This is an optimization exercise on Yosys and OpenROAD, whose aim is small area and a short achievable clock period, not a production implementation.
Function was checked by simulation only, so behaviour that the tests miss may differ from the original.
Power figures rest on the tool's default switching activity, not on a simulated workload.

// regfile_mp_sb
module regfile_mp_sb #(
  parameter int DATA_W   = regfile_mp_sb_pkg::RF_DATA_W,
  parameter int ADDR_W   = regfile_mp_sb_pkg::RF_ADDR_W,
  parameter int NUM_RD   = regfile_mp_sb_pkg::RF_NUM_RD
) (
  input  logic                     clk,
  input  logic                     rst_n,
  input  logic [NUM_RD*ADDR_W-1:0] raddr,
  output logic [NUM_RD*DATA_W-1:0] rdata,
  output logic [NUM_RD-1:0]        rbusy,
  input  logic                     wren,
  input  logic [ADDR_W-1:0]        waddr,
  input  logic [DATA_W-1:0]        wdata,
  input  logic                     alloc_en,
  input  logic [ADDR_W-1:0]        alloc_addr,
  input  logic                     flush,
  output logic [ADDR_W:0]          busy_cnt
);
Size in the first run: ~3000 cells after synthesis, ~1100 flip-flops, about 130 I/O pins, ~0.044 mm² of cells after synthesis.
export LEC_CHECK = 0
export CAP_MARGIN = 20
export CORE_MARGIN = 2
export CORE_UTILIZATION = 50
export CTS_BUF_LIST = sky130_fd_sc_hd__clkbuf_4 sky130_fd_sc_hd__clkbuf_8
export PLACE_DENSITY = 0.65
export SETUP_SLACK_MARGIN = 1.4
export SLEW_MARGIN = 20
export SYNTH_HIERARCHICAL = 1
create_clock -name core_clock -period 6.5 [get_ports {clk}]
standard.sh (not shown) runs the stock make flow with config.mk's settings and CLKGATE_MAP_FILE= SYNTH_SCRIPT=/design/flow/synth_recipe.tcl, a recipe that flattens the netlist after the stock synthesis.
==> flow/flow/run.sh <==
#!/bin/bash
# Layout: the standard flow (standard.sh, all steps), except that the port buffers
# that buffer_ports adds during placement are a plain buffer (sky130_fd_sc_hd__buf_2)
# rather than the delay-cell buffer it picks by itself. make's and every ORFS step's
# full output is in standard.log here and in orfs/logs/.
set -euo pipefail
export BUFFER_PORTS_ARGS="-buffer_cell sky130_fd_sc_hd__buf_2"
bash standard.sh finish > standard.log 2>&1
The baseline completed with no timing, DRC or antenna violations.
Rerun with:
==> flow/run.sh (new file) <==
#!/bin/bash
# synth_recipe.tcl (not shown) runs the flow's synth.tcl, then flattens the netlist and writes it again
# the make line also repeats each setting of config.mk as NAME=value (left out here)
make -C /OpenROAD-flow-scripts/flow DESIGN_CONFIG=/design/flow/config.mk WORK_HOME=/design/flow/orfs CLKGATE_MAP_FILE= SYNTH_SCRIPT=/design/flow/synth_recipe.tcl finish
removed: flow/flow/run.sh
removed: flow/standard.sh
After rerunning: The new run finished with timing, DRC and antenna clean; cell area rose by a little under a tenth; register-to-register slack improved by 0.15 ns; synthesized cell count does not change; final cell count rose by a few percent; utilization rose by 4.3 points; die area stays the same; worst hold slack got worse by 0.0066 ns.

---

## oak
regfile_mp_sb, a different RTL version from the one above (not shown whole).
Size in the first run: about 1100 flip-flops, about 43000 sq um of cells after synthesis.
Settings: LEC_CHECK=0, CAP_MARGIN=20, CORE_MARGIN=2, CORE_UTILIZATION=50, CTS_BUF_LIST=sky130_fd_sc_hd__clkbuf_16, CTS_CLUSTER_DIAMETER=80, CTS_CLUSTER_SIZE=24, PLACE_DENSITY=0.65, SETUP_SLACK_MARGIN=1.3, SLEW_MARGIN=20, SYNTH_HIERARCHICAL=1; clock period 6.5 ns.
==> flow/flow/run.sh <==
#!/bin/bash
# Layout: the standard flow (standard.sh, all steps), except that the port buffers
# that buffer_ports adds during placement are a plain buffer (sky130_fd_sc_hd__buf_2)
# rather than the delay-cell buffer it picks by itself. make's and every ORFS step's
# full output is in standard.log here and in orfs/logs/.
set -euo pipefail
export BUFFER_PORTS_ARGS="-buffer_cell sky130_fd_sc_hd__buf_2"
bash standard.sh finish > standard.log 2>&1
Modified inputs, pine compared to oak
# oak
export LEC_CHECK = 0
export CAP_MARGIN = 20
export CORE_MARGIN = 2
export CORE_UTILIZATION = 50
export CTS_BUF_LIST = sky130_fd_sc_hd__clkbuf_16
export CTS_CLUSTER_DIAMETER = 80
export CTS_CLUSTER_SIZE = 24
export PLACE_DENSITY = 0.65
export SETUP_SLACK_MARGIN = 1.3
export SLEW_MARGIN = 20
export SYNTH_HIERARCHICAL = 1
create_clock -name core_clock -period 6.5 [get_ports {clk}]
# pine
export LEC_CHECK = 0
export CAP_MARGIN = 20
export CORE_MARGIN = 2
export CORE_UTILIZATION = 50
export CTS_BUF_LIST = sky130_fd_sc_hd__clkbuf_16
export CTS_CLUSTER_DIAMETER = 80
export CTS_CLUSTER_SIZE = 24
export GPL_ROUTABILITY_DRIVEN = 0
export PLACE_DENSITY = 0.65
export SETUP_SLACK_MARGIN = 1.8
export SLEW_MARGIN = 20
export SYNTH_HIERARCHICAL = 1
create_clock -name core_clock -period 6.5 [get_ports {clk}]
[summary]
The flow did not stop early for pine: all stages ran, and the layout cleared the timing, DRC and antenna checks. A cell with the biggest individual delay on the critical path of buf_6 is what pine shows, while nor4_1 belongs to oak. The lower non-clock buffer count came out of oak. Higher switching fraction of total power was reported by oak, not pine. On cell count, pine tracks oak almost exactly. Per the comparison of pine with oak, final worst-path cycle share has decreased, worst clock skew went down by 0.017 ns. Sort pine and oak by worst setup slack asc -> top: oak.
### pine -> birch
# pine
export LEC_CHECK = 0
export CAP_MARGIN = 20
export CORE_MARGIN = 2
export CORE_UTILIZATION = 50
export CTS_BUF_LIST = sky130_fd_sc_hd__clkbuf_16
export CTS_CLUSTER_DIAMETER = 80
export CTS_CLUSTER_SIZE = 24
export GPL_ROUTABILITY_DRIVEN = 0
export PLACE_DENSITY = 0.65
export SETUP_SLACK_MARGIN = 1.8
export SLEW_MARGIN = 20
export SYNTH_HIERARCHICAL = 1
create_clock -name core_clock -period 6.5 [get_ports {clk}]
# birch
export LEC_CHECK = 0
export CAP_MARGIN = 20
export CORE_MARGIN = 2
export CORE_UTILIZATION = 50
export CTS_BUF_LIST = sky130_fd_sc_hd__clkbuf_16
export CTS_CLUSTER_DIAMETER = 80
export CTS_CLUSTER_SIZE = 24
export PLACE_DENSITY = 0.65
export SETUP_SLACK_MARGIN = 1.8
export SLEW_MARGIN = 20
export SYNTH_HIERARCHICAL = 1
create_clock -name core_clock -period 6.5 [get_ports {clk}]
--- outcome ---
Having completed the whole flow, birch delivered a layout that passed the timing, DRC and antenna checks.
birch vs pine, combinational power went up by about 3%.
| worst hold slack | pine vs birch | ≈ equal |
The cell with the biggest individual delay on the critical path comes out buf_6 in one run and nor4_4 in the other, namely in pine and birch respectively.
Comparing birch and pine, internal cell power is higher on birch.
Worst slew margin relative to its limit (birch over pine): increase, 0.44 points
The lower switching part of the total power of birch and pine is in pine.
From pine to birch, non-clock inverter instance count of the final layout did not move at all.
Looking only at final area, and setting everything else aside, the higher value of birch and pine goes to birch.
Between pine and birch, the highest attainable clock frequency does not differ in any meaningful way.

## what the ideal ports hide
The flow's constraints put no driver on any port. The routed layouts listed below were extracted and timed again, unchanged, in two steps. Step 1 (the two cells are an assumption about what drives the block):
set clk [get_ports {clk}]
set_driving_cell -lib_cell sky130_fd_sc_hd__clkbuf_16 $clk
set_driving_cell -lib_cell sky130_fd_sc_hd__buf_2 [delete_from_list [all_inputs] $clk]
Step 2 also shifts input and output timing later by t, the mid clock arrival at the registers, as if the neighbouring blocks saw the same clock. Slacks: ideal ports / drivers / drivers and shift; pairs: ideal ports / drivers.
run | t (ns) | slack for setup (ns) | latest minus earliest clock arrival (ns) | slew at the worst register clock pin (ns)
the first run of note 1 | 0.896 | 1.251 / 1.182 / 1.091 | 0.056 / 0.056 | 0.07 / 0.07
the second run of note 1 | 0.922 | 1.311 / 1.218 / 0.863 | 0.049 / 0.049 | 0.07 / 0.07
oak | 0.768 | 1.123 / 1.090 / 0.897 | 0.039 / 0.039 | 0.11 / 0.11
pine | 0.744 | 1.607 / 1.578 / 1.215 | 0.040 / 0.040 | 0.11 / 0.11
birch | 0.754 | 1.603 / 1.570 / 1.253 | 0.036 / 0.036 | 0.11 / 0.11
After both steps setup and hold are still met in every run listed. The setup slack of the second run of note 1, which loses most, moves by -0.093 ns with the drivers and by -0.448 ns with both steps.
